From an optimization exercise on the open Yosys and OpenROAD flow, aimed at small area; shortcuts taken in it are not production practice. Function was checked by simulation only, so behaviour that the tests miss may differ from the original. Power is estimated from default activity; no workload was simulated.

File: design/flow/config.mk
export PLATFORM = sky130hd
export DESIGN_NAME = processor
export DESIGN_NICKNAME = processor
export VERILOG_FILES = /design/flow/design.v
export SDC_FILE = /design/flow/constraint.sdc
export NUM_CORES = 4
export LEC_CHECK = 0
export CAP_MARGIN = 20
export CORE_MARGIN = 2
export CORE_UTILIZATION = 40
export SLEW_MARGIN = 20
File: design/flow/constraint.sdc
create_clock -name core_clock -period 6.0 [get_ports {clk}]
set_input_delay 1.2000 -clock core_clock [delete_from_list [all_inputs] [get_ports {clk}]]
set_output_delay 1.2000 -clock core_clock [all_outputs]
set_load 0.01 [all_outputs]
File: design/flow/design.v
module processor (
  input  logic        clk,
  input  logic        reset,
  input  logic [31:0] instruction,
  output logic [31:0] addr,
  output logic [31:0] out,
  output logic        sys_dne,
  output logic        rw
);
  localparam logic [5:0] OP_AND = 6'd6;
  localparam logic [5:0] OP_OR  = 6'd7;
  localparam logic [5:0] OP_XOR = 6'd8;
  localparam logic [5:0] OP_NOT = 6'd9;
  localparam logic [5:0] OP_LI  = 6'd10;
  logic [31:0] pc_q;
  logic [3:0]  ph_q;
  logic        started_q;    
  always_ff @(posedge clk or negedge reset) begin
    if (!reset) begin
      pc_q      <= '0;
      ph_q      <= '0;
      started_q <= 1'b0;
    end else begin
      {pc_q, ph_q} <= {pc_q, ph_q} + 36'd1;
      if (ph_q == 4'd15) started_q <= 1'b1;
    end
  end
  logic [5:0] op;
  logic [4:0] rs, rt, rd, dst;
  logic       is_and, is_or, is_xor, is_not, is_li, wr;
  assign op  = instruction[31:26];
  assign rs  = instruction[25:21];
  assign rt  = instruction[20:16];
  assign rd  = instruction[15:11];
  assign is_and = (op == OP_AND);
  assign is_or  = (op == OP_OR);
  assign is_xor = (op == OP_XOR);
  assign is_not = (op == OP_NOT);
  assign is_li  = (op == OP_LI);
  assign wr     = is_and | is_or | is_xor | is_not | is_li;
  assign dst    = is_li ? rs : (is_not ? rt : rd);
  logic [31:0][15:0] lo_q;
  logic [31:0]       hi_q;
  logic [31:0]       col0;      
  logic [31:0]       we;
  logic a, b, ha, hb, res, hres;
  logic hi_res_q;               
  always_comb begin
    we = '0;
    we[dst] = wr;
  end
  assign a  = col0[rs];
  assign b  = col0[rt];
  assign ha = hi_q[rs];
  assign hb = hi_q[rt];
  always_comb begin
    if (is_li)       res = instruction[ph_q];
    else if (is_not) res = ~a;
    else if (is_and) res = a & b;
    else if (is_or)  res = a | b;
    else             res = a ^ b;
    if (is_li)       hres = 1'b0;
    else if (is_not) hres = ~ha;
    else if (is_and) hres = ha & hb;
    else if (is_or)  hres = ha | hb;
    else             hres = ha ^ hb;
  end
  always_ff @(posedge clk) begin
    if (ph_q == 4'd0) hi_res_q <= hres;
  end
  for (genvar i = 0; i < 32; i++) begin : g_reg
    assign col0[i] = lo_q[i][0];
    always_ff @(posedge clk) begin
      lo_q[i] <= {(we[i] ? res : lo_q[i][0]), lo_q[i][15:1]};
      if (we[i]) hi_q[i] <= hi_res_q;
    end
  end
  logic [15:0] out_lo_q;
  logic        out_hi_q;
  always_ff @(posedge clk) begin
    out_lo_q <= {(wr ? res : (out_lo_q[0] & started_q)), out_lo_q[15:1]};
    out_hi_q <= wr ? hi_res_q : (out_hi_q & started_q);
  end
  assign sys_dne = started_q & (ph_q == 4'd0);
  assign addr    = pc_q;
  assign out     = {{16{out_hi_q}}, out_lo_q};
  assign rw      = 1'b0;
endmodule
File: design/flow/run.sh
#!/bin/bash
# synth_recipe.tcl (not shown) runs the flow's synth.tcl, then flattens the netlist and writes it again
# the make line also repeats each setting of config.mk as NAME=value (left out here)
make -C /OpenROAD-flow-scripts/flow DESIGN_CONFIG=/design/flow/config.mk WORK_HOME=/design/flow/orfs CLKGATE_MAP_FILE= SYNTH_SCRIPT=/design/flow/synth_recipe.tcl finish
==> results of run 1 <==
==> power groups by stage <==
stage	registers (µW)	clock network (µW)	logic (µW)
after CTS	4080	3470	224
after detailed placement	4170	0	223
final	4070	3370	238
after floorplan	4160	0	137
after global routing	4070	3630	257
after global placement	4170	0	224
==> cell type report <==
class,count,share of cell area
diodes,1,0.000131
clock buffers,77,0.0852
clock inverters,19,0.00933
inverters,20,0.00394
multi-input cells,333,0.155
flip-flops and latches,599,0.657
well taps,518,0.0340
repair buffers,107,0.0552
==> stage by stage <==
| stage | area (µm²) | worst slack [ps] |
|---|---|---|
| after floorplan | 15800 | 1370 |
| after global placement | 17200 | 735 |
| after detailed placement | 17200 | 734 |
| after CTS | 19000 | 1330 |
| after global routing | 19000 | 1060 |
| final | 19000 | 1270 |
==> critical path, delay by kind of cell <==
kind | cells | cell delay, ps
fa+ha+maj | 1 | 420
compound gates | 3 | 900
mux | 1 | 360
xor+xnor | 1 | 380
buf+inv | 3 | 890
simple gates | 2 | 1050
==> path summary, 6_finish.rpt <==
kind / from / slack (ps) / end / depth (start not counted)
worst max-delay path: instruction[31] / 1270 / lo_q[111]$_DFF_P_ / 11
worst min-delay path: lo_q[73]$_DFF_P_ / 320 / lo_q[72]$_DFF_P_ / 0
worst max register to register: lo_q[272]$_DFF_P_ / 2650 / lo_q[79]$_DFF_P_ / 11
worst min register to register: lo_q[73]$_DFF_P_ / 320 / lo_q[72]$_DFF_P_ / 0
max in group asynchronous: reset / 4760 / pc_q[9]$_DFF_PN0_ / 1
min in group asynchronous: reset / 720 / pc_q[25]$_DFF_PN0_ / 1
==> metal layers <==
metal	GRT usage	wire [µm]	vias up
met3	0.0372	1850	57
li1	-	-	3606
met4	0.0623	899	0
met5	0	0	-
met1	0.183	12700	3591
met2	0.186	10900	198
==> sequential cells by signal, indices dropped and copies added (netlist names) <==
signal and count:
started_q 1, pc_q 32, hi_res_q 1, ph_q 4, out_hi_q 1, lo_q 512
hi_q 32, out_lo_q 16
==> cell families after synthesis <==
family                     count (synthesis)  share of synthesized area
AOI/OAI and AO/OA                         57                     0.0278
xor gates and xnor gates                  38                     0.0211
adders and majority gates                  7                    0.00556
buffers and inverters                     60                     0.0195
DFF                                      599                      0.793
muxes                                     86                     0.0871
other                                      1                   0.000238
and+or+nand+nor                          144                     0.0454
==> cell usage in the layout, fill, tap and decap left out, types with 26 or more instances in the layout <==
cell / synthesis / layout
dfrtp_1: 37 / 37
clkdlybuf4s50_1: 0 / 97
nor2_1: 41 / 41
edfxtp_1: 33 / 33
mux2_2: 32 / 32
mux4_2: 37 / 37
xnor2_1: 26 / 26
dfxtp_1: 529 / 529
nand2_1: 28 / 28
clkbuf_16: 0 / 57
==> reports/results.txt, run 1 <==
Maxcap violations - 0
H-tree Lvls - 2
Global route total overflow - 0
Peak supply drop - 0.226 mV
Worst Setup End Kind - register
Gpl congestion - 0.847
Critical Path RT - 6470 ps
Seq/Total Area, Yosys - 0.793
Post-synthesis average cell area - 15.9 µm²
Sequential share of power - 0.530
CP cell instances - clkdlybuf4s50_1 -> or4b_1 -> or2_1 -> o22a_1 -> inv_1 -> ha_1 -> inv_1 -> xnor2_1 -> o311ai_2 -> a21oi_1 -> mux2_2
Number of flops mapped to enable cells by yosys - 33
Top FF cell, synth - dfxtp_1
Crit start category - primary input
Final Util - 0.492
Cts bufs inserted - 54
Final ANT Viol Nets - 0
Yosys reg bits - 599
TNS Setup - 0 ps
Setup violators final - 0
Maximum root-to-sink buffer count - 3
Skew final - 24.4 ps
Hold Fails Final Rpt - 0
Worst-path maximum fanout - 9
Global-route wire length before repair - 40,900 µm
Initial antenna violation count - 2
Fraction of final layout cells sized beyond drive strength 1 - 0.160
Total power - 7670 µW
CP peak stage delay - 660 ps
Register area - 12,500 µm²
Detail Placement HPWL - 17,600 µm
Root buf cell - clkbuf_16
Sw Pwr - 1540 µW
Pre-antenna DRT Iters - 5
Synth cell count leaders - 529 x dfxtp_1, 41 x nor2_1, 37 x dfrtp_1, 37 x mux4_2, 33 x edfxtp_1
All-Layer GR Usage - 0.130
Fill cells - 3,283
Most frequent CP cell - inv_1
Slew margin rel. - 0.369
CTS tree - yes
Slowest stage cell on the critical path - or4b_1
I/O Buffers - 98
Placed cell count - 1,576
Die Span Y - 203 µm
Clock sinks - 599
Synth-to-Final Area Change - 20.8%
WL/cell - 15.8 µm
Leakage - 0.00751 µW
Hold_buf cts - 0
Unique cell type count in the Yosys netlist - 57
Post-CTS Setup Inserts - 0
Worst hold path type - reg2reg
Post-route insts no fill - 1,674
Initial Util - 0.407
Clk pwr share - 0.439
Internal - 6130 µW
Comb power frac - 0.031
Pwr Density - 403 nW/µm²
I/O pin total - 100
WP data arrival - 5200 ps
Vias per Instance - 4.45
Slew @ Worst Pin - 922 ps
CTS clk-pin slew, worst paths - 60 ps
Hold Worst Slack - 315 ps
Share of the synthesized area in the top cell type - 0.672
Area of the multi-input gates - 2960 µm²
Critical path class - in2reg
Core Area - 38,700 µm²
Mapped Area - 15,800 µm²
Post-synthesis net count - 1,033
Largest net degree at the start of global routing - 38
Post-cts resize count - 0
Synth async-reset ratio - 0.0618
Min Clock Period, post-route - 4730 ps
Worst-skew pair later-pin latency - 590 ps
Count leader, synth - dfxtp_1
Area leader, netlist - dfxtp_1
FP Rows - 72
Fmax - 211 MHz
RSZ-0062 raised after global routing - false
Die X - 203 µm
Final wirelength - 26,400 µm
Initial DRC count - 381
Sw Share - 0.201
Synth area leaders - dfxtp_1 67%, edfxtp_1 6.3%, dfrtp_1 5.9%
Synth warn - 1
Post-layout nets - 1,156
Outcome - timing/DRC/antenna clean
Slew Limit Fails - 0
Via count - 7,452
Mapped Cells - 992
Final Cycle Share - 0.789
Vias in the first global route - 7,292
DIE AREA - 41,000 µm²
DRC Markers - 0
==> run 2, diff against run 1 <==
--- a/design/flow/config.mk
+++ b/design/flow/config.mk
@@ -6,4 +6,5 @@
 export NUM_CORES = 4
 export LEC_CHECK = 0
+export ABC_AREA = 1
 export CAP_MARGIN = 20
 export CORE_MARGIN = 2
==> reports/results.txt, run 2 <==
Area leader, netlist - dfxtp_1 (unchanged)
Crit start category - primary input (unchanged)
Mapped Area - 16,100 µm² (was 15,800 µm²)
Fraction of final layout cells sized beyond drive strength 1 - 0.0949 (was 0.160)
Root buf cell - clkbuf_16 (unchanged)
Post-cts resize count - 0 (unchanged)
Post-synthesis average cell area - 12.3 µm² (was 15.9 µm²)
Outcome - timing/DRC/antenna clean (unchanged)
Worst-path maximum fanout - 18 (was 9)
Top FF cell, synth - dfxtp_1 (unchanged)
Top flop regs - lo_q (512), hi_q (32), pc_q (32) (unchanged)
DRC Markers - 0 (unchanged)
Critical Path RT - 6270 ps (was 6470 ps)
Synth-to-Final Area Change - 20.1% (was 20.8%)
Number of flops mapped to enable cells by yosys - 33 (unchanged)
Leakage - 0.00792 µW (was 0.00751 µW)
Fmax - 227 MHz (was 211 MHz)
Gpl congestion - 0.859 (was 0.847)
Maximum root-to-sink buffer count - 3 (unchanged)
CTS tree - yes (unchanged)
Synth warn - 1 (unchanged)
Pre-antenna DRT Iters - 5 (unchanged)
Die Span Y - 205 µm (was 203 µm)
TNS Setup - 0 ps (unchanged)
Peak supply drop - 0.250 mV (was 0.226 mV)
Final Cycle Share - 0.735 (was 0.789)
Worst hold path type - reg2reg (unchanged)
Most common cell after layout, fill and taps aside - dfxtp_1 (unchanged)
Detail Placement HPWL - 21,200 µm (was 17,600 µm)
Count leader, synth - dfxtp_1 (unchanged)
WL/cell - 15.5 µm (was 15.8 µm)
Unique cell type count in the Yosys netlist - 42 (was 57)
Most frequent cells in the layout - 529 x dfxtp_1, 196 x nand2_1, 112 x nor2_1 (was 529 x dfxtp_1, 97 x clkdlybuf4s50_1, 57 x clkbuf_16)
I/O Buffers - 98 (unchanged)
Cts bufs inserted - 53 (was 54)
Initial Util - 0.406 (was 0.407)
Final wirelength - 31,000 µm (was 26,400 µm)
H-tree Lvls - 2 (unchanged)
Post-Synth Simple-Gate Area - 0.118 (was 0.0454)
Core Area - 39,700 µm² (was 38,700 µm²)
I/O pin total - 100 (unchanged)
Synth cell count leaders - 529 x dfxtp_1, 196 x nand2_1, 112 x nor2_1 (was 529 x dfxtp_1, 41 x nor2_1, 37 x dfrtp_1, 37 x mux4_2, 33 x edfxtp_1)
Pwr Density - 400 nW/µm² (was 403 nW/µm²)
Post-CTS Setup Inserts - 0 (unchanged)
Synth Area in XOR/XNOR - 0.0206 (was 0.0211)
Max FFs per register - 512 (unchanged)
Min Clock Period, post-route - 4410 ps (was 4730 ps)
Worst Setup End Kind - register (unchanged)
Combinational family with the most area after synthesis - simple AND/OR/NAND/NOR gates (was multiplexers)
Synth async-reset ratio - 0.0618 (unchanged)
DIE AREA - 42,000 µm² (was 41,000 µm²)
Setup violators final - 0 (unchanged)
Clock sinks - 599 (unchanged)
WP data arrival - 4680 ps (was 5200 ps)
# diodes - 0 (was 1)
Mux contribution to synthesized area - 0 (was 0.0871)
Share of the synthesized area in the top cell type - 0.656 (was 0.672)
Fill cells - 3,501 (was 3,283)
Initial DRC count - 583 (was 381)
Yosys reg bits - 599 (unchanged)
Global route total overflow - 0 (unchanged)
Vias in the first global route - 8,694 (was 7,292)
Slew Limit Fails - 0 (unchanged)
Slew margin rel. - 0.371 (was 0.369)
Vias per Instance - 4.48 (was 4.45)
Mapped Cells - 1,317 (was 992)
Hold_buf cts - 0 (unchanged)
Slew @ Worst Pin - 943 ps (was 922 ps)
Total power - 7760 µW (was 7670 µW)
All-Layer GR Usage - 0.150 (was 0.130)
Adder-cell share of the synthesized area - 0.00543 (was 0.00556)
Skew final - 9.56 ps (was 24.4 ps)
CTS clk-pin slew, worst paths - 70 ps (was 60 ps)
RSZ-0062 raised after global routing - false (unchanged)
Seq/Total Area, Yosys - 0.775 (was 0.793)
Final ANT Viol Nets - 0 (unchanged)
Initial antenna violation count - 0 (was 2)
Hold Fails Final Rpt - 0 (unchanged)
FP Rows - 73 (was 72)
Complex-gate fraction of the synthesized area - 0.0469 (was 0.0278)
Most flop-heavy register - lo_q (unchanged)
Post-synthesis net count - 1,358 (was 1,033)
Via count - 8,968 (was 7,452)
Maxcap violations - 0 (unchanged)
Post-layout nets - 1,471 (was 1,156)
Worst-skew pair later-pin latency - 580 ps (was 590 ps)
Hold Worst Slack - 321 ps (was 315 ps)
Critical path class - in2reg (unchanged)
Synth area leaders - dfxtp_1 66%, edfxtp_1 6.1%, dfrtp_1 5.7% (was dfxtp_1 67%, edfxtp_1 6.3%, dfrtp_1 5.9%)
Largest net degree at the start of global routing - 38 (unchanged)
Die X - 205 µm (was 203 µm)
Global-route wire length before repair - 48,100 µm (was 40,900 µm)
==> run 2: cell types whose count changed in the layout (fill, tap and decap cells not counted), moves of 10 or more <==
cell      before  now
mux2i_1       10    0
nand2_1       28  196
mux4_2        37    0
mux2_2        32    0
inv_1         20   62
nand3_1       20   61
o21ai_1        1   11
o21ai_0        4   84
xnor2_1       26   15
o221ai_1       0   18
nor2_1        41  112
==> run 2: cells by family after synthesis <==
group / after synthesis
AO/OA/AOI/OAI: 133
flip-flops: 599
AND/OR/NAND/NOR: 424
adder cells (fa/ha/maj): 7
other: 1
buffers and inverters: 118
XOR/XNOR: 35
==> run 2: stage by stage <==
step / instances / area, µm² / util / setup WS, ps
2_1_floorplan: 1317 / 16100 / - / 2700
3_3_place_gp: 1899 / 17500 / 0.442 / 1060
3_5_place_dp: 1899 / 17500 / 0.442 / 1010
4_1_cts: 1999 / 19400 / 0.487 / 1640
5_1_grt: 2000 / 19400 / 0.488 / 1220
6_report: 2000 / 19400 / 0.488 / 1590
==> run 2: path summary, 6_finish.rpt <==
path | start | end | slack [ps] | cells past startpoint
max | instruction[22] | hi_q[10]$_DFFE_PP_ | 1590 | 12
min | lo_q[56]$_DFF_P_ | lo_q[55]$_DFF_P_ | 320 | 0
max reg2reg | lo_q[240]$_DFF_P_ | lo_q[95]$_DFF_P_ | 3220 | 15
min reg2reg | lo_q[56]$_DFF_P_ | lo_q[55]$_DFF_P_ | 320 | 0
max in group asynchronous | reset | pc_q[19]$_DFF_PN0_ | 4760 | 1
min in group asynchronous | reset | pc_q[16]$_DFF_PN0_ | 710 | 1
==> run 2: critical path, stage by stage <==
cell and delay (ps):
clkdlybuf4s50_1 880, clkinv_1 660, nand2_1 210, nand2_1 160, ha_1 250, nand2_1 120, nor2_2 60, inv_1 70
nand2_1 60, nand2_2 370, nand2_2 340, nor2_1 270
==> run 2: layout make-up <==
class | instances | area [µm²] | share of cell area
well taps | 525 | 657 | 0.0339
clock buffers | 73 | 1570 | 0.0808
inverters | 72 | 272 | 0.0140
repair buffers | 104 | 1040 | 0.0537
flip-flops and latches | 599 | 12500 | 0.645
clock inverters | 27 | 245 | 0.0127
multi-input cells | 600 | 3090 | 0.160
==> run 2: layer usage <==
layer / up-vias / track usage / share of wire
li1: 4462 / - / -
met1: 4211 / 0.214 / 0.48
met2: 232 / 0.221 / 0.43
met3: 63 / 0.0355 / 0.055
met4: 0 / 0.0567 / 0.027
met5: - / 0 / 0
==> run 2: power breakdown <==
part	total, µW	internal, µW	leakage [µW]	switching [µW]
Combinational	298	123	0.00197	175
Sequential	4100	4070	0.00506	27.6
Clock	3360	1940	0.000885	1430
Total	7760	6130	0.00792	1630
==> run 3, diff against run 2 <==
--- a/design/flow/config.mk
+++ b/design/flow/config.mk
@@ -6,7 +6,9 @@
 export NUM_CORES = 4
 export LEC_CHECK = 0
-export ABC_AREA = 1
 export CAP_MARGIN = 20
 export CORE_MARGIN = 2
 export CORE_UTILIZATION = 40
+export CTS_BUF_LIST = sky130_fd_sc_hd__clkbuf_8
+export CTS_CLUSTER_DIAMETER = 50
+export CTS_CLUSTER_SIZE = 20
 export SLEW_MARGIN = 20
==> reports/results.txt, run 3 <==
Final instance area - 18,200 µm² (was 19,400 µm²)
Yosys reg bits - 599 (unchanged)
Worst-skew pair later-pin latency - 600 ps (was 580 ps)
WHS Path Cells - 0 (unchanged)
H-tree Lvls - 2 (unchanged)
Reg2reg start - lo_q[304]$_DFF_P_ (was lo_q[240]$_DFF_P_)
Register area - 12,500 µm² (unchanged)
I/O Buffers - 98 (unchanged)
TNS Setup - 0 ps (unchanged)
WHS Endpoint - lo_q[106]$_DFF_P_ (was lo_q[55]$_DFF_P_)
Vias in the first global route - 7,039 (was 8,694)
Core Area - 38,700 µm² (was 39,700 µm²)
Sw Share - 0.220 (was 0.210)
Final ANT Viol Nets - 0 (unchanged)
Slew margin rel. - 0.335 (was 0.371)
Top FF cell, synth - dfxtp_1 (unchanged)
R2R Setup Slk - 2560 ps (was 3220 ps)
Comb power frac - 0.038 (about the same)
Critical Path RT - 6480 ps (was 6270 ps)
Fraction of final layout cells sized beyond drive strength 1 - 0.144 (was 0.0949)
Internal - 5040 µW (was 6130 µW)
DRC Markers - 0 (unchanged)
Maximum root-to-sink buffer count - 3 (unchanged)
Largest net degree at the start of global routing - 38 (unchanged)
CTS tree - yes (unchanged)
Pwr Density - 356 nW/µm² (was 400 nW/µm²)
Slew Limit Fails - 0 (unchanged)
Sw Pwr - 1420 µW (was 1630 µW)
Worst hold path type - reg2reg (unchanged)
Max FFs per register - 512 (unchanged)
Total power - 6470 µW (was 7760 µW)
Most frequent cells in the layout - 529 x dfxtp_1, 97 x clkdlybuf4s50_1, 44 x clkbuf_8 (was 529 x dfxtp_1, 196 x nand2_1, 112 x nor2_1)
Final wirelength - 26,100 µm (was 31,000 µm)
Outcome - timing/DRC/antenna clean (unchanged)
Hold Startpoint - lo_q[107]$_DFF_P_ (was lo_q[56]$_DFF_P_)
CTS clk-pin slew, worst paths - 110 ps (was 70 ps)
Slew @ Worst Pin - 972 ps (was 943 ps)
Cts bufs inserted - 43 (was 53)
Post-synthesis average cell area - 15.9 µm² (was 12.3 µm²)
Clock sinks - 599 (unchanged)
Critical path class - in2reg (unchanged)
Synth warn - 1 (unchanged)
Crit start category - primary input (unchanged)
Maxcap violations - 0 (unchanged)
FF-to-FF path depth - 11 (was 15)
Post-layout nets - 1,145 (was 1,471)
Unique cell type count in the Yosys netlist - 57 (was 42)
Sequential share of power - 0.629 (was 0.528)
Synth cell count leaders - 529 x dfxtp_1, 41 x nor2_1, 37 x dfrtp_1, 37 x mux4_2, 33 x edfxtp_1 (was 529 x dfxtp_1, 196 x nand2_1, 112 x nor2_1)
Pre-antenna DRT Iters - 4 (was 5)
Most common cell after layout, fill and taps aside - dfxtp_1 (unchanged)
Initial Util - 0.407 (was 0.406)
Mapped Cells - 992 (was 1,317)
Fill cells - 3,367 (was 3,501)
Detail Placement HPWL - 17,600 µm (was 21,200 µm)
Leakage - 0.00708 µW (was 0.00792 µW)
Root buf cell - clkbuf_8 (was clkbuf_16)
Mapped Area - 15,800 µm² (was 16,100 µm²)
Setup violators final - 0 (unchanged)
Vias per Instance - 4.43 (was 4.48)
Synth area leaders - dfxtp_1 67%, edfxtp_1 6.3%, dfrtp_1 5.9% (was dfxtp_1 66%, edfxtp_1 6.1%, dfrtp_1 5.7%)
Global route total overflow - 0 (unchanged)
Initial DRC count - 394 (was 583)
DIE AREA - 41,000 µm² (was 42,000 µm²)
Synth async-reset ratio - 0.0618 (unchanged)
Global-route wire length before repair - 40,100 µm (was 48,100 µm)
WP data arrival - 5220 ps (was 4680 ps)
FP Rows - 72 (was 73)
Gpl congestion - 0.847 (was 0.859)
Hold Fails Final Rpt - 0 (unchanged)
RSZ-0062 raised after global routing - false (unchanged)
WL/cell - 15.8 µm (was 15.5 µm)
Top flop regs - lo_q (512), hi_q (32), pc_q (32) (unchanged)
Post-CTS Setup Inserts - 0 (unchanged)
Final Cycle Share - 0.789 (was 0.735)
Post-cts resize count - 0 (unchanged)
I/O pin total - 100 (unchanged)
Seq/Total Area, Yosys - 0.793 (was 0.775)
All-Layer GR Usage - 0.127 (was 0.150)
Worst-path maximum fanout - 9 (was 18)
Fmax - 211 MHz (was 227 MHz)
Peak supply drop - 0.139 mV (was 0.250 mV)
Number of flops mapped to enable cells by yosys - 33 (unchanged)
Area of the multi-input gates - 2960 µm² (was 3090 µm²)
Count leader, synth - dfxtp_1 (unchanged)
Share of the synthesized area in the top cell type - 0.672 (was 0.656)
Initial antenna violation count - 2 (was 0)
Post-synthesis net count - 1,033 (was 1,358)
Placed instance area - 17,200 µm² (was 17,500 µm²)
Reg2reg end - lo_q[335]$_DFF_P_ (was lo_q[95]$_DFF_P_)
Die X - 203 µm (was 205 µm)
Worst Setup End Kind - register (unchanged)
Area leader, netlist - dfxtp_1 (unchanged)
Synth-to-Final Area Change - 15.3% (was 20.1%)
Via count - 7,309 (was 8,968)
Most flop-heavy register - lo_q (unchanged)
Min Clock Period, post-route - 4740 ps (was 4410 ps)
Hold_buf cts - 0 (unchanged)
Skew final - 28.7 ps (was 9.56 ps)
Clk pwr share - 0.334 (was 0.434)
Die Span Y - 203 µm (was 205 µm)
[run 3: layout make-up]
type / instances / area share
diodes: 2 / 0.000275
clock buffers: 44 / 0.0333
clock inverters: 26 / 0.0171
inverters: 20 / 0.00413
multi-input cells: 333 / 0.163
flip-flops and latches: 599 / 0.688
well taps: 518 / 0.0357
repair buffers: 107 / 0.0585
[run 3: worst max-delay path by stage]
stage	startpoint	endpoint	slack, ps	cells after the start
6_report	instruction[31]	lo_q[111]$_DFF_P_	1260	11
5_1_grt	instruction[31]	lo_q[367]$_DFF_P_	1110	11
4_1_cts	instruction[31]	lo_q[111]$_DFF_P_	1360	11
3_5_place_dp	instruction[31]	lo_q[111]$_DFF_P_	730	11
3_3_place_gp	instruction[31]	lo_q[303]$_DFF_P_	740	11
2_1_floorplan	instruction[16]	lo_q[79]$_DFF_P_	1370	13
[run 3: metrics by stage]
stage / setup WS (ps) / instances / hold slack, ps / util
3_5_place_dp: 734 / 1576 / 312 / 0.445
3_3_place_gp: 735 / 1576 / 310 / 0.445
6_report: 1260 / 1649 / 320 / 0.469
5_1_grt: 1110 / 1647 / 323 / 0.469
2_1_floorplan: 1370 / 992 / 310 / -
4_1_cts: 1360 / 1646 / 316 / 0.468
[run 3: critical path: stages]
cell and delay [ps]:
clkdlybuf4s50_1 440, or4b_1 660, or2_1 390, o22a_1 350
inv_1 210, ha_1 430, inv_1 250, xnor2_1 380
o311ai_2 280, a21oi_1 260, mux2_2 360
[run 3: logic make-up (layout without fill, tap and decap cells)]
group,Yosys count,after routing,synth area share
DFF,599,599,0.793
muxes,86,86,0.0871
xor gates and xnor gates,38,38,0.0211
buffers and inverters,60,197,0.0195
adders and majority gates,7,7,0.00556
and+or+nand+nor,144,144,0.0454
AOI/OAI and AO/OA,57,57,0.0278
other,1,3,0.000238
[run 3: routing by layer]
| metal | share of wire | routed length, µm | up-vias | track usage |
|---|---|---|---|---|
| met5 | 0 | 0 | - | 0 |
| met4 | 0.028 | 733 | 0 | 0.0493 |
| met3 | 0.066 | 1710 | 49 | 0.0342 |
| met2 | 0.42 | 10900 | 194 | 0.185 |
| met1 | 0.49 | 12800 | 3515 | 0.182 |
| li1 | - | - | 3551 | - |
[run 3: power groups by stage]
stage          Sequential, µW  Combinational, µW  Clock [µW]
2_1_floorplan            4160                137           0
3_3_place_gp             4170                224           0
3_5_place_dp             4170                223           0
4_1_cts                  4080                224        2240
5_1_grt                  4070                262        2400
6_report                 4060                244        2160
==> run 4, diff against run 3 <==
--- a/design/flow/config.mk
+++ b/design/flow/config.mk
@@ -10,5 +10,5 @@
 export CORE_UTILIZATION = 40
 export CTS_BUF_LIST = sky130_fd_sc_hd__clkbuf_8
-export CTS_CLUSTER_DIAMETER = 50
-export CTS_CLUSTER_SIZE = 20
+export CTS_CLUSTER_DIAMETER = 40
+export CTS_CLUSTER_SIZE = 30
 export SLEW_MARGIN = 20
==> reports/results.txt, run 4 <==
All-Layer GR Usage - 0.129 (was 0.127)
FP Rows - 72 (unchanged)
Crit start category - primary input (unchanged)
Worst Setup End Kind - register (unchanged)
Die Span Y - 203 µm (unchanged)
Comb power frac - 0.034 (was 0.038)
Sw Pwr - 1780 µW (was 1420 µW)
Most frequent cells in the layout - 529 x dfxtp_1, 97 x clkdlybuf4s50_1, 56 x clkbuf_8 (was 529 x dfxtp_1, 97 x clkdlybuf4s50_1, 44 x clkbuf_8)
Top FF cell, synth - dfxtp_1 (unchanged)
Global route total overflow - 0 (unchanged)
Worst-path maximum fanout - 9 (unchanged)
Synth async-reset ratio - 0.0618 (unchanged)
Reg2reg start - lo_q[272]$_DFF_P_ (was lo_q[304]$_DFF_P_)
R2R Setup Slk - 2590 ps (was 2560 ps)
Post-layout nets - 1,158 (was 1,145)
DRC Markers - 0 (unchanged)
Placed cell count - 1,576 (unchanged)
CTS clk-pin slew, worst paths - 110 ps (about the same)
Pre-antenna DRT Iters - 4 (unchanged)
Critical path depth in cells - 11 (unchanged)
Initial DRC count - 421 (was 394)
Mapped Area - 15,800 µm² (unchanged)
Die X - 203 µm (unchanged)
Hold Startpoint - lo_q[422]$_DFF_P_ (was lo_q[107]$_DFF_P_)
Yosys reg bits - 599 (unchanged)
I/O Buffers - 98 (unchanged)
Slew margin rel. - 0.321 (was 0.335)
Clk pwr share - 0.394 (was 0.334)
Final Cycle Share - 0.776 (was 0.789)
Setup violators final - 0 (unchanged)
CP cell instances - clkdlybuf4s50_1 -> or4b_1 -> or2_1 -> o22a_1 -> inv_1 -> ha_1 -> inv_1 -> xnor2_1 -> o311ai_2 -> a21oi_1 -> mux2_2 (unchanged)
I/O pin total - 100 (unchanged)
Slew Limit Fails - 0 (unchanged)
Area leader, netlist - dfxtp_1 (unchanged)
Cts bufs inserted - 56 (was 43)
Synth area leaders - dfxtp_1 67%, edfxtp_1 6.3%, dfrtp_1 5.9% (unchanged)
Sequential share of power - 0.572 (was 0.629)
Core Area - 38,700 µm² (unchanged)
Reg2reg end - lo_q[383]$_DFF_P_ (was lo_q[335]$_DFF_P_)
Critical path startpoint - instruction[31] (unchanged)
Synth-to-Final Area Change - 18.7% (was 15.3%)
Leakage - 0.00731 µW (was 0.00708 µW)
Count leader, synth - dfxtp_1 (unchanged)
Number of flops mapped to enable cells by yosys - 33 (unchanged)
Slowest stage cell on the critical path - or4b_1 (unchanged)
Peak supply drop - 0.161 mV (was 0.139 mV)
Mapped Cells - 992 (unchanged)
Pwr Density - 380 nW/µm² (was 356 nW/µm²)
Worst hold path type - reg2reg (unchanged)
Slew @ Worst Pin - 993 ps (was 972 ps)
Final ANT Viol Nets - 0 (unchanged)
Post-CTS Setup Inserts - 0 (unchanged)
Maximum root-to-sink buffer count - 3 (unchanged)
Via count - 7,449 (was 7,309)
CP endpoint - lo_q[111]$_DFF_P_ (unchanged)
Synth warn - 1 (unchanged)
Max FFs per register - 512 (unchanged)
WL/cell - 15.6 µm (was 15.8 µm)
Top flop regs - lo_q (512), hi_q (32), pc_q (32) (unchanged)
CP peak stage delay - 660 ps (about the same)
Maxcap violations - 0 (unchanged)
Share of the synthesized area in the top cell type - 0.672 (unchanged)
Post-synthesis net count - 1,033 (unchanged)
Critical Path RT - 6540 ps (was 6480 ps)
Worst path top cell family by delay - simple AND/OR/NAND/NOR gates (unchanged)
H-tree Lvls - 2 (unchanged)
Internal - 5330 µW (was 5040 µW)
Gpl congestion - 0.847 (unchanged)
Most flop-heavy register - lo_q (unchanged)
Post-route insts no fill - 1,685 (was 1,649)
Global-route wire length before repair - 40,400 µm (was 40,100 µm)
Most frequent CP cell - inv_1 (unchanged)
Critical path class - in2reg (unchanged)
Clock sinks - 599 (unchanged)
CTS tree - yes (unchanged)
Min Clock Period, post-route - 4660 ps (was 4740 ps)
Initial Util - 0.407 (unchanged)
Final Util - 0.483 (was 0.469)
Total power - 7110 µW (was 6470 µW)
Seq/Total Area, Yosys - 0.793 (unchanged)
Worst-skew pair later-pin latency - 670 ps (was 600 ps)
FF-to-FF path depth - 11 (unchanged)
Detail Placement HPWL - 17,600 µm (unchanged)
TNS Setup - 0 ps (unchanged)
Outcome - timing/DRC/antenna clean (unchanged)
Post-synthesis average cell area - 15.9 µm² (unchanged)
Skew final - 46.7 ps (was 28.7 ps)
Vias per Instance - 4.42 (was 4.43)
Hold_buf cts - 0 (unchanged)
Fraction of final layout cells sized beyond drive strength 1 - 0.174 (was 0.144)
Vias in the first global route - 7,197 (was 7,039)
Root buf cell - clkbuf_8 (unchanged)
Hold Worst Slack - 310 ps (was 320 ps)
Synth cell count leaders - 529 x dfxtp_1, 41 x nor2_1, 37 x dfrtp_1, 37 x mux4_2, 33 x edfxtp_1 (unchanged)
Buf/Inv on CP - 3 (unchanged)
RSZ-0062 raised after global routing - false (unchanged)
Largest net degree at the start of global routing - 38 (unchanged)
Post-cts resize count - 0 (unchanged)
Most common cell after layout, fill and taps aside - dfxtp_1 (unchanged)
Fmax - 215 MHz (was 211 MHz)
Hold Fails Final Rpt - 0 (unchanged)
Initial antenna violation count - 2 (unchanged)
DIE AREA - 41,000 µm² (unchanged)
WP data arrival - 5200 ps (was 5220 ps)
Unique cell type count in the Yosys netlist - 57 (unchanged)
Sw Share - 0.251 (was 0.220)
Final wirelength - 26,200 µm (was 26,100 µm)
## run 4: cell counts after synthesis
No cell type changed its count.
## run 4: worst min path at each step
stage | endpoint | slack, ps | cells after the start
floorplan | lo_q[0]$_DFF_P_ | 310 | 0
global placement | lo_q[231]$_DFF_P_ | 310 | 0
detailed placement | lo_q[450]$_DFF_P_ | 310 | 0
CTS | lo_q[20]$_DFF_P_ | 310 | 0
global route | lo_q[9]$_DFF_P_ | 310 | 0
finish | lo_q[421]$_DFF_P_ | 310 | 0
## run 4: layout make-up
| type | instances | area, µm² |
|---|---|---|
| Clock buffer | 56 | 771 |
| Fill cell | 3328 | 20000 |
| Antenna cell | 2 | 5.00 |
| Tap cell | 518 | 648 |
| Multi-Input combinational cell | 333 | 2960 |
| Clock inverter | 50 | 679 |
| Timing Repair Buffer | 107 | 1060 |
| Inverter | 20 | 75.1 |
| Sequential cell | 599 | 12500 |
## run 4: kinds of logic (layout without fill, tap and decap cells)
logic type	after synthesis	after routing	share of synthesized area
flip-flops	599	599	0.793
AND/OR/NAND/NOR	144	144	0.0454
multiplexers	86	86	0.0871
buffers and inverters	60	233	0.0195
AO/OA/AOI/OAI	57	57	0.0278
XOR/XNOR	38	38	0.0211
adder cells (fa/ha/maj)	7	7	0.00556
other	1	3	0.000238
## run 4: routing by layer
metal	track usage	vias up	routed length, µm
met4	0.0649	0	901
met1	0.185	3583	13000
met5	0	-	0
met2	0.181	197	10800
li1	-	3614	-
met3	0.0345	55	1590
## run 4: per-stage QoR
| step | instance area (µm²) | setup WS, ps |
|---|---|---|
| 6_report | 18700 | 1340 |
| 5_1_grt | 18700 | 1170 |
| 4_1_cts | 18700 | 1430 |
| 3_5_place_dp | 17200 | 734 |
| 3_3_place_gp | 17200 | 735 |
| 2_1_floorplan | 15800 | 1370 |
## run 4: power by group through the flow
stage / Sequential [µW] / Combinational, µW / Clock [µW]
final: 4060 / 243 / 2800
after floorplan: 4160 / 137 / 0
after global placement: 4170 / 224 / 0
after CTS: 4080 / 224 / 2900
after global routing: 4070 / 262 / 3070
after detailed placement: 4170 / 223 / 0
==> run 5, diff against run 4 <==
--- a/design/flow/config.mk
+++ b/design/flow/config.mk
@@ -9,6 +9,6 @@
 export CORE_MARGIN = 2
 export CORE_UTILIZATION = 40
-export CTS_BUF_LIST = sky130_fd_sc_hd__clkbuf_8
+export CTS_BUF_LIST = sky130_fd_sc_hd__clkbuf_4
 export CTS_CLUSTER_DIAMETER = 40
-export CTS_CLUSTER_SIZE = 30
+export CTS_CLUSTER_SIZE = 10
 export SLEW_MARGIN = 20
==> reports/results.txt, run 5 <==
Crit start category - primary input (unchanged)
TNS Setup - 0 ps (unchanged)
Sequential share of power - 0.630 (was 0.572)
Die X - 203 µm (unchanged)
Hold Fails Final Rpt - 0 (unchanged)
Core Area - 38,700 µm² (unchanged)
Mapped Cells - 992 (unchanged)
Fmax - 219 MHz (was 215 MHz)
Final wirelength - 26,300 µm (was 26,200 µm)
Die Span Y - 203 µm (unchanged)
Global route total overflow - 0 (unchanged)
Pre-CTS setup slack - 734 ps (unchanged)
Synth async-reset ratio - 0.0618 (unchanged)
WL/cell - 15.5 µm (was 15.6 µm)
Vias per Instance - 4.45 (was 4.42)
Slowest stage cell on the critical path - or4b_1 (unchanged)
Clk pwr share - 0.332 (was 0.394)
Slew @ Worst Pin - 957 ps (was 993 ps)
Mapped Area - 15,800 µm² (unchanged)
Top flop regs - lo_q (512), hi_q (32), pc_q (32) (unchanged)
Post-layout nets - 1,179 (was 1,158)
Root buf cell - clkbuf_4 (was clkbuf_8)
Detail Placement HPWL - 17,600 µm (unchanged)
All-Layer GR Usage - 0.130 (was 0.129)
Internal - 5050 µW (was 5330 µW)
Worst-path maximum fanout - 9 (unchanged)
Final Cycle Share - 0.762 (was 0.776)
CP cell instances - clkdlybuf4s50_1 -> or4b_1 -> or2_1 -> o22a_1 -> inv_1 -> ha_1 -> inv_1 -> xnor2_1 -> o311ai_2 -> a21oi_1 -> mux2_2 (unchanged)
Peak supply drop - 0.129 mV (was 0.161 mV)
Top FF cell, synth - dfxtp_1 (unchanged)
Final WS setup - 1430 ps (was 1340 ps)
Initial antenna violation count - 3 (was 2)
Placed cell count - 1,576 (unchanged)
Synth warn - 1 (unchanged)
Hold Worst Slack - 293 ps (was 310 ps)
Hold_buf cts - 0 (unchanged)
Gpl congestion - 0.847 (unchanged)
Post-synthesis net count - 1,033 (unchanged)
Area leader, netlist - dfxtp_1 (unchanged)
Critical path class - in2reg (unchanged)
Clock sinks - 599 (unchanged)
Min Clock Period, post-route - 4570 ps (was 4660 ps)
Leakage - 0.00713 µW (was 0.00731 µW)
DIE AREA - 41,000 µm² (unchanged)
Maxcap violations - 0 (unchanged)
Vias in the first global route - 7,403 (was 7,197)
Most frequent cells in the layout - 529 x dfxtp_1, 97 x clkdlybuf4s50_1, 88 x clkbuf_4 (was 529 x dfxtp_1, 97 x clkdlybuf4s50_1, 56 x clkbuf_8)
Most common cell after layout, fill and taps aside - dfxtp_1 (unchanged)
I/O Buffers - 98 (unchanged)
Seq/Total Area, Yosys - 0.793 (unchanged)
Comb power frac - 0.037 (was 0.034)
DRC Markers - 0 (unchanged)
Total power - 6440 µW (was 7110 µW)
Post-cts resize count - 0 (unchanged)
Cts bufs inserted - 77 (was 56)
Post-route insts no fill - 1,693 (was 1,685)
Slew margin rel. - 0.359 (was 0.321)
Worst hold path type - reg2reg (unchanged)
RSZ-0062 raised after global routing - false (unchanged)
WP data arrival - 5200 ps (about the same)
Sw Share - 0.216 (was 0.251)
Max FFs per register - 512 (unchanged)
Synth area leaders - dfxtp_1 67%, edfxtp_1 6.3%, dfrtp_1 5.9% (unchanged)
Largest net degree at the start of global routing - 38 (unchanged)
Synth cell count leaders - 529 x dfxtp_1, 41 x nor2_1, 37 x dfrtp_1, 37 x mux4_2, 33 x edfxtp_1 (unchanged)
Post-synthesis average cell area - 15.9 µm² (unchanged)
Sw Pwr - 1390 µW (was 1780 µW)
Final ANT Viol Nets - 0 (unchanged)
Maximum root-to-sink buffer count - 3 (unchanged)
Pwr Density - 355 nW/µm² (was 380 nW/µm²)
Number of flops mapped to enable cells by yosys - 33 (unchanged)
Fill cells - 3,393 (was 3,328)
H-tree Lvls - 3 (was 2)
Fraction of final layout cells sized beyond drive strength 1 - 0.176 (was 0.174)
Yosys reg bits - 599 (unchanged)
Global-route wire length before repair - 40,700 µm (was 40,400 µm)
Outcome - timing/DRC/antenna clean (unchanged)
Post-CTS Setup Inserts - 0 (unchanged)
Most flop-heavy register - lo_q (unchanged)
Initial Util - 0.407 (unchanged)
Count leader, synth - dfxtp_1 (unchanged)
Pre-antenna DRT Iters - 5 (was 4)
Setup violators final - 0 (unchanged)
Critical Path RT - 6630 ps (was 6540 ps)
Worst-skew pair later-pin latency - 780 ps (was 670 ps)
CP peak stage delay - 660 ps (about the same)
Skew final - 75.0 ps (was 46.7 ps)
Most frequent CP cell - inv_1 (unchanged)
FP Rows - 72 (unchanged)
Unique cell type count in the Yosys netlist - 57 (unchanged)
Slew Limit Fails - 0 (unchanged)
CTS clk-pin slew, worst paths - 110 ps (about the same)
Synth-to-Final Area Change - 15.2% (was 18.7%)
Via count - 7,532 (was 7,449)
Initial DRC count - 403 (was 421)
Share of the synthesized area in the top cell type - 0.672 (unchanged)
I/O pin total - 100 (unchanged)
Worst Setup End Kind - register (unchanged)
CTS tree - yes (unchanged)
[run 5: cell counts after synthesis]
Identical to the previous run, type by type.
[run 5: area by class of cell]
class                      instances  area [µm²]  area share
sequential                       599       12500       0.689
multi-input combinational        333        2960       0.163
timing repair buffer             107        1050      0.0579
clock buffer                      88         661      0.0364
tap                              518         648      0.0357
clock inverter                    25         256      0.0141
inverter                          20        75.1     0.00413
antenna                            3        7.51    0.000413
[run 5: power by group through the flow]
stage                     Combinational [µW]  Clock [µW]  Sequential, µW
after CTS                                224        2250            4080
after floorplan                          137           0            4160
after global placement                   224           0            4170
final                                    239        2140            4060
after global routing                     258        2420            4070
after detailed placement                 223           0            4170
[run 5: metal layers]
metal	vias to the layer above	GRT usage	routed length, µm
met3	48	0.0421	1940
met4	0	0.0649	782
li1	3667	-	-
met1	3617	0.179	12600
met5	-	0	0
met2	200	0.185	10900
[run 5: path summary, 6_finish.rpt]
| check | startpoint | to | slack, ps | depth (start not counted) |
|---|---|---|---|---|
| min in group asynchronous | reset | pc_q[30]$_DFF_PN0_ | 560 | 1 |
| worst max-delay path | instruction[31] | lo_q[111]$_DFF_P_ | 1430 | 11 |
| worst min-delay path | lo_q[457]$_DFF_P_ | lo_q[456]$_DFF_P_ | 290 | 0 |
| max in group asynchronous | reset | pc_q[13]$_DFF_PN0_ | 4890 | 1 |
| worst max register to register | lo_q[272]$_DFF_P_ | lo_q[79]$_DFF_P_ | 2710 | 11 |
| worst min register to register | lo_q[457]$_DFF_P_ | lo_q[456]$_DFF_P_ | 290 | 0 |
[run 5: metrics by stage]
stage | utilization | cell area, µm²
3_3_place_gp | 0.445 | 17200
6_report | 0.469 | 18200
5_1_grt | 0.469 | 18200
2_1_floorplan | - | 15800
4_1_cts | 0.468 | 18100
3_5_place_dp | 0.445 | 17200
[run 5: cell families after synthesis]
family,synth area share
AND/OR/NAND/NOR,0.0454
other,0.000238
buffers and inverters,0.0195
AO/OA/AOI/OAI,0.0278
multiplexers,0.0871
flip-flops,0.793
adder cells (fa/ha/maj),0.00556
XOR/XNOR,0.0211
[run 5: critical path, delay by kind of cell]
family / cells / cell delay, ps
XOR/XNOR: 1 / 380
buffers and inverters: 3 / 890
AND/OR/NAND/NOR: 2 / 1050
adder cells (fa/ha/maj): 1 / 420
multiplexers: 1 / 360
AO/OA/AOI/OAI: 3 / 890
==> run 6, diff against run 5 <==
==> design/flow/config.mk (replaced) <==
export PLATFORM = sky130hd
export DESIGN_NAME = processor
export DESIGN_NICKNAME = processor
export VERILOG_FILES = /design/flow/design.v
export SDC_FILE = /design/flow/constraint.sdc
export NUM_CORES = 4
export LEC_CHECK = 0
export CAP_MARGIN = 0
export CORE_MARGIN = 2
export CORE_UTILIZATION = 40
export CTS_BUF_LIST = sky130_fd_sc_hd__clkbuf_8
export CTS_CLUSTER_DIAMETER = 50
export CTS_CLUSTER_SIZE = 20
export SLEW_MARGIN = 0
==> reports/results.txt, run 6 <==
I/O Buffers - 98 (unchanged)
Synth async-reset ratio - 0.0618 (unchanged)
Complex-gate fraction of the synthesized area - 0.0278 (unchanged)
WP data arrival - 5210 ps (was 5200 ps)
Vias per Instance - 4.42 (was 4.45)
Hold_buf cts - 0 (unchanged)
Cts bufs inserted - 43 (was 77)
Most common cell after layout, fill and taps aside - dfxtp_1 (unchanged)
Post-synthesis net count - 1,033 (unchanged)
Post-CTS Setup Inserts - 0 (unchanged)
Critical Path RT - 6490 ps (was 6630 ps)
H-tree Lvls - 2 (was 3)
Post-Synth Simple-Gate Area - 0.0454 (unchanged)
Met2 WL - 10,900 µm (about the same)
Pre-antenna DRT Iters - 5 (unchanged)
Initial DRC count - 382 (was 403)
Final wirelength - 26,100 µm (was 26,300 µm)
DRC Markers - 0 (unchanged)
Final WS setup - 1280 ps (was 1430 ps)
DIE AREA - 41,000 µm² (unchanged)
Final Cycle Share - 0.787 (was 0.762)
Skew final - 30.8 ps (was 75.0 ps)
Maxcap violations - 0 (unchanged)
Post-cts resize count - 0 (unchanged)
Slew margin rel. - 0.200 (was 0.359)
Most flop-heavy register - lo_q (unchanged)
Yosys reg bits - 599 (unchanged)
Wl on met1 - 12,900 µm (was 12,600 µm)
Pre-CTS setup slack - 734 ps (unchanged)
Share of the synthesized area in the top cell type - 0.672 (unchanged)
Max Used Layer - met4 (unchanged)
Slew Limit Fails - 0 (unchanged)
I/O pin total - 100 (unchanged)
Max FFs per register - 512 (unchanged)
Crit start category - primary input (unchanged)
CTS tree - yes (unchanged)
Detail Placement HPWL - 17,600 µm (unchanged)
Via count - 7,286 (was 7,532)
Worst-skew pair later-pin latency - 600 ps (was 780 ps)
Top flop regs - lo_q (512), hi_q (32), pc_q (32) (unchanged)
Synth area leaders - dfxtp_1 67%, edfxtp_1 6.3%, dfrtp_1 5.9% (unchanged)
Synth cell count leaders - 529 x dfxtp_1, 41 x nor2_1, 37 x dfrtp_1, 37 x mux4_2, 33 x edfxtp_1 (unchanged)
Die Span Y - 203 µm (unchanged)
RSZ-0062 raised after global routing - false (unchanged)
Core Area - 38,700 µm² (unchanged)
Root buf cell - clkbuf_8 (was clkbuf_4)
Placed instance area - 17,200 µm² (unchanged)
Die X - 203 µm (unchanged)
Gpl congestion - 0.847 (unchanged)
Worst Setup End Kind - register (unchanged)
Mux contribution to synthesized area - 0.0871 (unchanged)
Seq/Total Area, Yosys - 0.793 (unchanged)
Critical path class - in2reg (unchanged)
WL/cell - 15.8 µm (was 15.5 µm)
Synth-to-Final Area Change - 15.1% (was 15.2%)
Mapped Area - 15,800 µm² (unchanged)
Area leader, netlist - dfxtp_1 (unchanged)
FF-to-FF path depth - 11 (unchanged)
Synth Area in XOR/XNOR - 0.0211 (unchanged)
Leakage - 0.00707 µW (was 0.00713 µW)
Adder-cell share of the synthesized area - 0.00556 (unchanged)
Clock sinks - 599 (unchanged)
Placed cell count - 1,576 (unchanged)
Top FF cell, synth - dfxtp_1 (unchanged)
Unique cell type count in the Yosys netlist - 57 (unchanged)
Largest net degree at the start of global routing - 38 (unchanged)
Setup violators final - 0 (unchanged)
TNS Setup - 0 ps (unchanged)
FP Rows - 72 (unchanged)
Slew @ Worst Pin - 1200 ps (was 957 ps)
Hold Fails Final Rpt - 0 (unchanged)
Global route total overflow - 0 (unchanged)
Vias in the first global route - 7,039 (was 7,403)
Combinational family with the most area after synthesis - multiplexers (unchanged)
Post-route insts no fill - 1,648 (was 1,693)
Pwr Density - 356 nW/µm² (was 355 nW/µm²)
Final ANT Viol Nets - 0 (unchanged)
Min Clock Period, post-route - 4720 ps (was 4570 ps)
Fraction of final layout cells sized beyond drive strength 1 - 0.144 (was 0.176)
R2R Setup Slk - 2590 ps (was 2710 ps)
Post-layout nets - 1,144 (was 1,179)
Synth warn - 1 (unchanged)
Count leader, synth - dfxtp_1 (unchanged)
Initial antenna violation count - 2 (was 3)
Post-synthesis average cell area - 15.9 µm² (unchanged)
Mapped Cells - 992 (unchanged)
Peak supply drop - 0.140 mV (was 0.129 mV)
Outcome - timing/DRC/antenna clean (unchanged)
Maximum root-to-sink buffer count - 3 (unchanged)
CTS clk-pin slew, worst paths - 110 ps (about the same)
Worst-path maximum fanout - 9 (unchanged)
Most frequent cells in the layout - 529 x dfxtp_1, 97 x clkdlybuf4s50_1, 44 x clkbuf_8 (was 529 x dfxtp_1, 97 x clkdlybuf4s50_1, 88 x clkbuf_4)
Initial Util - 0.407 (unchanged)
All-Layer GR Usage - 0.127 (was 0.130)
Number of flops mapped to enable cells by yosys - 33 (unchanged)
Worst hold path type - reg2reg (unchanged)
Final instance area - 18,100 µm² (was 18,200 µm²)
WHS Path Cells - 0 (unchanged)
Met3 WL - 1590 µm (was 1940 µm)
Global-route wire length before repair - 40,100 µm (was 40,700 µm)
Fmax - 212 MHz (was 219 MHz)
Fill cells - 3,369 (was 3,393)
==> run 6: cell count changes in the layout (fill, tap and decap cells not counted), moves of 2 or more <==
cell / previous run / this run
clkbuf_4: 88 / 0
clkbuf_8: 0 / 44
inv_8: 0 / 5
clkinv_1: 4 / 0
inv_1: 20 / 24
clkinv_2: 4 / 1
clkinv_8: 0 / 3
clkinv_4: 3 / 1
inv_12: 0 / 2
inv_6: 5 / 3
==> run 6: path summary, 6_finish.rpt <==
kind	from	to
worst max register to register	lo_q[272]$_DFF_P_	lo_q[335]$_DFF_P_
worst max-delay path	instruction[31]	lo_q[111]$_DFF_P_
worst min register to register	lo_q[107]$_DFF_P_	lo_q[106]$_DFF_P_
worst min-delay path	lo_q[107]$_DFF_P_	lo_q[106]$_DFF_P_
max in group asynchronous	reset	pc_q[22]$_DFF_PN0_
min in group asynchronous	reset	started_q$_DFFE_PN0P_
==> run 6: per-stage QoR <==
stage	hold WS, ps	power [µW]	util
2_1_floorplan	310	4290	-
3_3_place_gp	310	4390	0.445
3_5_place_dp	312	4390	0.445
4_1_cts	316	6550	0.468
5_1_grt	323	6720	0.468
6_report	319	6460	0.468
==> run 6: area by class of cell <==
class	count	area [µm²]	area share
Clock buffer	44	606	0.0334
Clock inverter	26	310	0.0171
Multi-Input combinational cell	333	2960	0.163
Inverter	20	75.1	0.00414
Timing Repair Buffer	106	1040	0.0571
Antenna cell	2	5.00	0.000276
Tap cell	518	648	0.0357
Sequential cell	599	12500	0.689
==> run 6: report_power, final <==
| group | internal (µW) | switching (µW) |
|---|---|---|
| logic | 111 | 112 |
| registers | 4050 | 30.1 |
| clock network | 878 | 1280 |
==> run 6: layer usage <==
layer,GRT usage,vias up
met2,0.185,163
met1,0.182,3519
met4,0.0493,0
met3,0.0342,47
met5,0,-
li1,-,3557
==> run 6: logic make-up (layout without fill, tap and decap cells) <==
kind of cell / Yosys count / in the layout
flops: 599 / 599
mux: 86 / 86
xor+xnor: 38 / 38
buf+inv: 60 / 196
compound gates: 57 / 57
simple gates: 144 / 144
other cells: 1 / 3
fa+ha+maj: 7 / 7
==> run 6: worst max-delay path, cell delays in order <==
cell	delay (ps)
clkdlybuf4s50_1	440
or4b_1	660
or2_1	390
o22a_1	350
inv_1	210
ha_1	410
inv_1	250
xnor2_1	390
o311ai_2	280
a21oi_1	260
mux2_2	360
==> run 7, diff against run 6 <==
==> design/flow/flow/run.sh (new file) <==
#!/bin/bash
# Layout flow: the standard ORFS flow (standard.sh, unchanged synthesis),
# with smaller port buffers and a clock tree of clkbuf_8 clusters without
# dummy loads. Each tool's output goes to its own log in the work folder.
set -euo pipefail
export BUFFER_PORTS_ARGS="-buffer_cell sky130_fd_sc_hd__buf_1"
export CTS_ARGS="-sink_clustering_enable -repair_clock_nets -buf_list sky130_fd_sc_hd__clkbuf_16 -sink_clustering_size 40 -sink_clustering_max_diameter 60 -dont_use_dummy_load"
bash standard.sh synth > log_synth.txt 2>&1
bash standard.sh floorplan > log_floorplan.txt 2>&1
bash standard.sh place > log_place.txt 2>&1
bash standard.sh cts > log_cts.txt 2>&1
bash standard.sh route > log_route.txt 2>&1
bash standard.sh finish > log_finish.txt 2>&1
==> design/flow/standard.sh (new file) <==
#!/bin/bash
# synth_recipe.tcl (not shown) runs the flow's synth.tcl, then flattens the netlist and writes it again
# the make line also repeats each setting of config.mk as NAME=value (left out here)
make -C /OpenROAD-flow-scripts/flow DESIGN_CONFIG=/design/flow/config.mk WORK_HOME=/design/flow/orfs CLKGATE_MAP_FILE= SYNTH_SCRIPT=/design/flow/synth_recipe.tcl "${@:-finish}"
==> design/flow/config.mk (replaced) <==
export PLATFORM = sky130hd
export DESIGN_NAME = processor
export DESIGN_NICKNAME = processor
export VERILOG_FILES = /design/flow/design.v
export SDC_FILE = /design/flow/constraint.sdc
export NUM_CORES = 4
export LEC_CHECK = 0
export CAP_MARGIN = 20
export CORE_MARGIN = 2
export CORE_UTILIZATION = 40
export SLEW_MARGIN = 20
removed: design/flow/run.sh
==> reports/results.txt, run 7 <==
Peak supply drop - 0.195 mV (was 0.140 mV)
Top FF cell, synth - dfxtp_1 (unchanged)
Final ANT Viol Nets - 0 (unchanged)
Max FFs per register - 512 (unchanged)
Die X - 203 µm (unchanged)
Mapped Area - 15,800 µm² (unchanged)
Vias per Instance - 4.47 (was 4.42)
Post-CTS Setup Inserts - 0 (unchanged)
Slew @ Worst Pin - 919 ps (was 1200 ps)
Most frequent cells in the layout - 529 x dfxtp_1, 97 x buf_1, 41 x nor2_1 (was 529 x dfxtp_1, 97 x clkdlybuf4s50_1, 44 x clkbuf_8)
FP Rows - 72 (unchanged)
Outcome - timing/DRC/antenna clean (unchanged)
WHS Path Cells - 0 (unchanged)
Skew final - 95.5 ps (was 30.8 ps)
WL/cell - 16.1 µm (was 15.8 µm)
Pwr Density - 358 nW/µm² (was 356 nW/µm²)
Seq/Total Area, Yosys - 0.793 (unchanged)
Leakage - 0.00672 µW (was 0.00707 µW)
Synth warn - 1 (unchanged)
Synth cell count leaders - 529 x dfxtp_1, 41 x nor2_1, 37 x dfrtp_1, 37 x mux4_2, 33 x edfxtp_1 (unchanged)
Fraction of final layout cells sized beyond drive strength 1 - 0.116 (was 0.144)
Area leader, netlist - dfxtp_1 (unchanged)
Initial DRC count - 475 (was 382)
Hold_buf cts - 0 (unchanged)
Most common cell after layout, fill and taps aside - dfxtp_1 (unchanged)
Worst-path maximum fanout - 9 (unchanged)
I/O Buffers - 98 (unchanged)
Post-Synth Simple-Gate Area - 0.0454 (unchanged)
Via count - 7,194 (was 7,286)
Hold Fails Final Rpt - 0 (unchanged)
Yosys reg bits - 599 (unchanged)
Slew margin rel. - 0.388 (was 0.200)
H-tree Lvls - 1 (was 2)
Worst Setup End Kind - register (unchanged)
All-Layer GR Usage - 0.126 (was 0.127)
Critical path class - in2reg (unchanged)
Synth async-reset ratio - 0.0618 (unchanged)
Post-synthesis average cell area - 15.9 µm² (unchanged)
R2R Setup Slk - 2670 ps (was 2590 ps)
Largest net degree at the start of global routing - 41 (was 38)
Gpl congestion - 0.851 (was 0.847)
WP data arrival - 4860 ps (was 5210 ps)
Worst hold path type - reg2reg (unchanged)
Clock sinks - 599 (unchanged)
Global route total overflow - 0 (unchanged)
Worst-skew pair later-pin latency - 620 ps (was 600 ps)
Hold Startpoint - lo_q[345]$_DFF_P_ (was lo_q[107]$_DFF_P_)
Total power - 6220 µW (was 6460 µW)
Adder-cell share of the synthesized area - 0.00556 (unchanged)
Min Clock Period, post-route - 4400 ps (was 4720 ps)
CTS clk-pin slew, worst paths - 120 ps (was 110 ps)
Post-cts resize count - 0 (unchanged)
Synth-to-Final Area Change - 10.1% (was 15.1%)
Initial Util - 0.407 (unchanged)
Synth Area in XOR/XNOR - 0.0211 (unchanged)
Share of the synthesized area in the top cell type - 0.672 (unchanged)
Detail Placement HPWL - 17,600 µm (about the same)
Crit start category - primary input (unchanged)
Pre-antenna DRT Iters - 5 (unchanged)
CTS tree - yes (unchanged)
Vias in the first global route - 7,139 (was 7,039)
Most flop-heavy register - lo_q (unchanged)
Maximum root-to-sink buffer count - 3 (unchanged)
Reg2reg end - lo_q[79]$_DFF_P_ (was lo_q[335]$_DFF_P_)
Core Area - 38,700 µm² (unchanged)
Mapped Cells - 992 (unchanged)
Setup violators final - 0 (unchanged)
Final wirelength - 25,800 µm (was 26,100 µm)
Root buf cell - clkbuf_16 (was clkbuf_8)
Post-layout nets - 1,131 (was 1,144)
Count leader, synth - dfxtp_1 (unchanged)
WHS Endpoint - lo_q[344]$_DFF_P_ (was lo_q[106]$_DFF_P_)
Top flop regs - lo_q (512), hi_q (32), pc_q (32) (unchanged)
Fill cells - 3,434 (was 3,369)
Final Cycle Share - 0.733 (was 0.787)
Number of flops mapped to enable cells by yosys - 33 (unchanged)
Cts bufs inserted - 29 (was 43)
FF-to-FF path depth - 11 (unchanged)
Slew Limit Fails - 0 (unchanged)
Maxcap violations - 0 (unchanged)
Critical Path RT - 6460 ps (was 6490 ps)
I/O pin total - 100 (unchanged)
Hold Worst Slack - 271 ps (was 319 ps)
Reg2reg start - lo_q[304]$_DFF_P_ (was lo_q[272]$_DFF_P_)
Fmax - 227 MHz (was 212 MHz)
DIE AREA - 41,000 µm² (unchanged)
Combinational family with the most area after synthesis - multiplexers (unchanged)
Complex-gate fraction of the synthesized area - 0.0278 (unchanged)
DRC Markers - 0 (unchanged)
Mux contribution to synthesized area - 0.0871 (unchanged)
Post-synthesis net count - 1,033 (unchanged)
TNS Setup - 0 ps (unchanged)
Unique cell type count in the Yosys netlist - 57 (unchanged)
Global-route wire length before repair - 40,000 µm (was 40,100 µm)
Synth area leaders - dfxtp_1 67%, edfxtp_1 6.3%, dfrtp_1 5.9% (unchanged)
RSZ-0062 raised after global routing - false (unchanged)
Die Span Y - 203 µm (unchanged)
Initial antenna violation count - 2 (unchanged)
run 7: cell types whose count changed in the layout (fill, tap and decap cells not counted), moves of 3 or more:
cell             previous run  this run
buf_1                       0        97
clkdlybuf4s50_1            97         0
inv_1                      24        20
inv_8                       5         0
clkbuf_8                   44         0
inv_6                       3         0
bufinv_16                   3         0
clkinv_8                    3         0
clkbuf_16                   0        29
run 7: how the worst max path moves through the flow:
stage / startpoint / to / slack [ps] / cells past startpoint
after floorplan: instruction[16] / lo_q[79]$_DFF_P_ / 1370 / 13
final: instruction[31] / lo_q[367]$_DFF_P_ / 1600 / 11
after global placement: instruction[31] / lo_q[367]$_DFF_P_ / 1100 / 11
after CTS: instruction[31] / lo_q[367]$_DFF_P_ / 1700 / 11
after detailed placement: instruction[31] / lo_q[367]$_DFF_P_ / 1090 / 11
after global routing: instruction[31] / lo_q[367]$_DFF_P_ / 1450 / 11
run 7: cells by family after synthesis:
| group | Yosys count |
|---|---|
| multiplexers | 86 |
| adder cells (fa/ha/maj) | 7 |
| other | 1 |
| flip-flops | 599 |
| AO/OA/AOI/OAI | 57 |
| AND/OR/NAND/NOR | 144 |
| XOR/XNOR | 38 |
| buffers and inverters | 60 |
run 7: per-stage QoR:
stage          instances  utilization  setup slack (ps)  instance area (µm²)
2_1_floorplan        992            -              1370                15800
3_3_place_gp        1576        0.429              1100                16600
3_5_place_dp        1576        0.429              1090                16600
4_1_cts             1605        0.448              1700                17300
5_1_grt             1606        0.448              1450                17400
6_report            1608        0.448              1600                17400
run 7: cell type report:
cell class	instances	area [µm²]	area share
diodes	2	5.00	0.000288
clock buffers	29	726	0.0418
inverters	20	75.1	0.00432
multi-input cells	333	2960	0.170
flip-flops and latches	599	12500	0.720
well taps	518	648	0.0373
repair buffers	107	444	0.0256
run 7: worst max-delay path, stage by stage:
cell	delay, ps
buf_1	100
or4b_1	680
or2_1	410
o22a_1	360
inv_1	200
ha_1	400
inv_1	240
xnor2_1	380
o311ai_2	260
a21oi_1	260
mux2_2	370
run 7: routing by layer:
| metal | up-vias | GRT usage | routed length (µm) |
|---|---|---|---|
| met5 | - | 0 | 0 |
| met1 | 3501 | 0.179 | 12700 |
| met2 | 155 | 0.194 | 11100 |
| li1 | 3497 | - | - |
| met3 | 41 | 0.0263 | 1430 |
| met4 | 0 | 0.0409 | 626 |
run 7: power breakdown:
group	leakage (µW)	switching [µW]	total, µW	internal, µW
Sequential	0.00505	15.9	4060	4050
Clock	0.000357	1110	1960	859
Combinational	0.00131	125	195	70.5
==> run 8, diff against run 7 <==
--- a/design/flow/flow/run.sh
+++ b/design/flow/flow/run.sh
@@ -5,5 +5,5 @@
 set -euo pipefail
 export BUFFER_PORTS_ARGS="-buffer_cell sky130_fd_sc_hd__buf_1"
-export CTS_ARGS="-sink_clustering_enable -repair_clock_nets -buf_list sky130_fd_sc_hd__clkbuf_16 -sink_clustering_size 40 -sink_clustering_max_diameter 60 -dont_use_dummy_load"
+export CTS_ARGS="-sink_clustering_enable -repair_clock_nets -buf_list sky130_fd_sc_hd__clkbuf_8 -sink_clustering_size 20 -sink_clustering_max_diameter 50 -dont_use_dummy_load"
 bash standard.sh synth > log_synth.txt 2>&1
 bash standard.sh floorplan > log_floorplan.txt 2>&1
==> reports/results.txt, run 8 <==
WP data arrival - 4840 ps (was 4860 ps)
Crit start category - primary input (unchanged)
Hold Worst Slack - 263 ps (was 271 ps)
Pre-CTS setup slack - 1090 ps (unchanged)
Worst-path maximum fanout - 9 (unchanged)
Min Clock Period, post-route - 4400 ps (about the same)
Top FF cell, synth - dfxtp_1 (unchanged)
Most common cell after layout, fill and taps aside - dfxtp_1 (unchanged)
Clock sinks - 599 (unchanged)
Mapped Cells - 992 (unchanged)
GR peak layer - met2 (unchanged)
I/O pin total - 100 (unchanged)
Hold Fails Final Rpt - 0 (unchanged)
Seq/Total Area, Yosys - 0.793 (unchanged)
Worst Setup End Kind - register (unchanged)
Final ANT Viol Nets - 0 (unchanged)
Met2 Track Usage GR - 0.191 (was 0.194)
All-Layer GR Usage - 0.127 (was 0.126)
Initial DRC count - 466 (was 475)
Pre-antenna DRT Iters - 5 (unchanged)
FP Rows - 72 (unchanged)
Combinational family with the most area after synthesis - multiplexers (unchanged)
Adder-cell share of the synthesized area - 0.00556 (unchanged)
CP peak stage delay - 670 ps (was 680 ps)
Die Span Y - 203 µm (unchanged)
Critical Path RT - 6450 ps (was 6460 ps)
Unique cell type count in the Yosys netlist - 57 (unchanged)
DRC Markers - 0 (unchanged)
Max FFs per register - 512 (unchanged)
Synth async-reset ratio - 0.0618 (unchanged)
Maxcap violations - 0 (unchanged)
Slew @ Worst Pin - 975 ps (was 919 ps)
Post-CTS Setup Inserts - 0 (unchanged)
Post-Synth Simple-Gate Area - 0.0454 (unchanged)
Slew Limit Fails - 0 (unchanged)
Root buf cell - clkbuf_8 (was clkbuf_16)
Cts bufs inserted - 42 (was 29)
CP cell instances - buf_1 -> or4b_1 -> or2_1 -> o22a_1 -> inv_1 -> ha_1 -> inv_1 -> xnor2_1 -> o311ai_2 -> a21oi_1 -> mux2_2 (unchanged)
Detail Placement HPWL - 17,600 µm (unchanged)
Yosys reg bits - 599 (unchanged)
Post-layout nets - 1,144 (was 1,131)
Count leader, synth - dfxtp_1 (unchanged)
Synth warn - 1 (unchanged)
Hold_buf cts - 0 (unchanged)
Buf/Inv on CP - 3 (unchanged)
Synth area leaders - dfxtp_1 67%, edfxtp_1 6.3%, dfrtp_1 5.9% (unchanged)
Synth cell count leaders - 529 x dfxtp_1, 41 x nor2_1, 37 x dfrtp_1, 37 x mux4_2, 33 x edfxtp_1 (unchanged)
Outcome - timing/DRC/antenna clean (unchanged)
Pwr Density - 347 nW/µm² (was 358 nW/µm²)
==> run 8: cell types whose count changed in the layout (fill, tap and decap cells not counted) <==
| cell | delta |
|---|---|
| clkbuf_8 | +42 |
| diode_2 | +1 |
| clkbuf_16 | -29 |
==> run 8: per-layer routing <==
layer	routed length (µm)	up-vias
met5	0	-
met4	609	0
met3	1640	48
met2	10900	186
met1	12600	3511
li1	-	3516
==> run 8: cells by family after synthesis <==
group	Yosys count
flip-flops	599
AND/OR/NAND/NOR	144
multiplexers	86
buffers and inverters	60
AO/OA/AOI/OAI	57
XOR/XNOR	38
adder cells (fa/ha/maj)	7
other	1
==> run 8: final cells by class <==
class | instances | area [µm²] | share of cell area
Multi-Input combinational cell | 333 | 2960 | 0.172
Inverter | 20 | 75.1 | 0.00436
Clock buffer | 42 | 578 | 0.0336
Tap cell | 518 | 648 | 0.0376
Timing Repair Buffer | 107 | 444 | 0.0258
Antenna cell | 3 | 7.51 | 0.000436
Sequential cell | 599 | 12500 | 0.726
==> run 8: worst reg2reg max path: cells and delay by family (launching register included) <==
kind            cells  cell delay (ps)
mux                 3              560
flops               1              470
buf+inv             3              500
compound gates      6             1550
fa+ha+maj           1              210
simple gates        1              110
==> run 8: metrics by stage <==
| stage | util | area, µm² | instances |
|---|---|---|---|
| after CTS | 0.444 | 17200 | 1618 |
| after global placement | 0.429 | 16600 | 1576 |
| after floorplan | - | 15800 | 992 |
| final | 0.444 | 17200 | 1622 |
| after detailed placement | 0.429 | 16600 | 1576 |
| after global routing | 0.444 | 17200 | 1619 |
==> run 8: worst paths after layout <==
path / depth (start not counted) / endpoint / slack [ps]
hold / removal: 0 / lo_q[68]$_DFF_P_ / 260
min in group asynchronous: 1 / started_q$_DFFE_PN0P_ / 760
max in group asynchronous: 1 / ph_q[1]$_DFF_PN0_ / 4610
setup reg to reg: 14 / lo_q[383]$_DFF_P_ / 2550
hold reg to reg: 0 / lo_q[68]$_DFF_P_ / 260
setup / recovery: 11 / lo_q[367]$_DFF_P_ / 1600
==> run 8: report_power, final <==
| part | leakage (µW) | internal, µW | switching [µW] |
|---|---|---|---|
| registers | 0.00505 | 4050 | 16.2 |
| clock network | 0.000302 | 630 | 1080 |
| logic | 0.00131 | 70.6 | 126 |

Check on run 8: ideal ports give 1.601 ns setup slack; a clkbuf_16 on the clock port and buf_2 on the inputs give 1.627 ns; moving port delays by the midpoint clock arrival (0.602 ns) as well gives 1.025 ns.
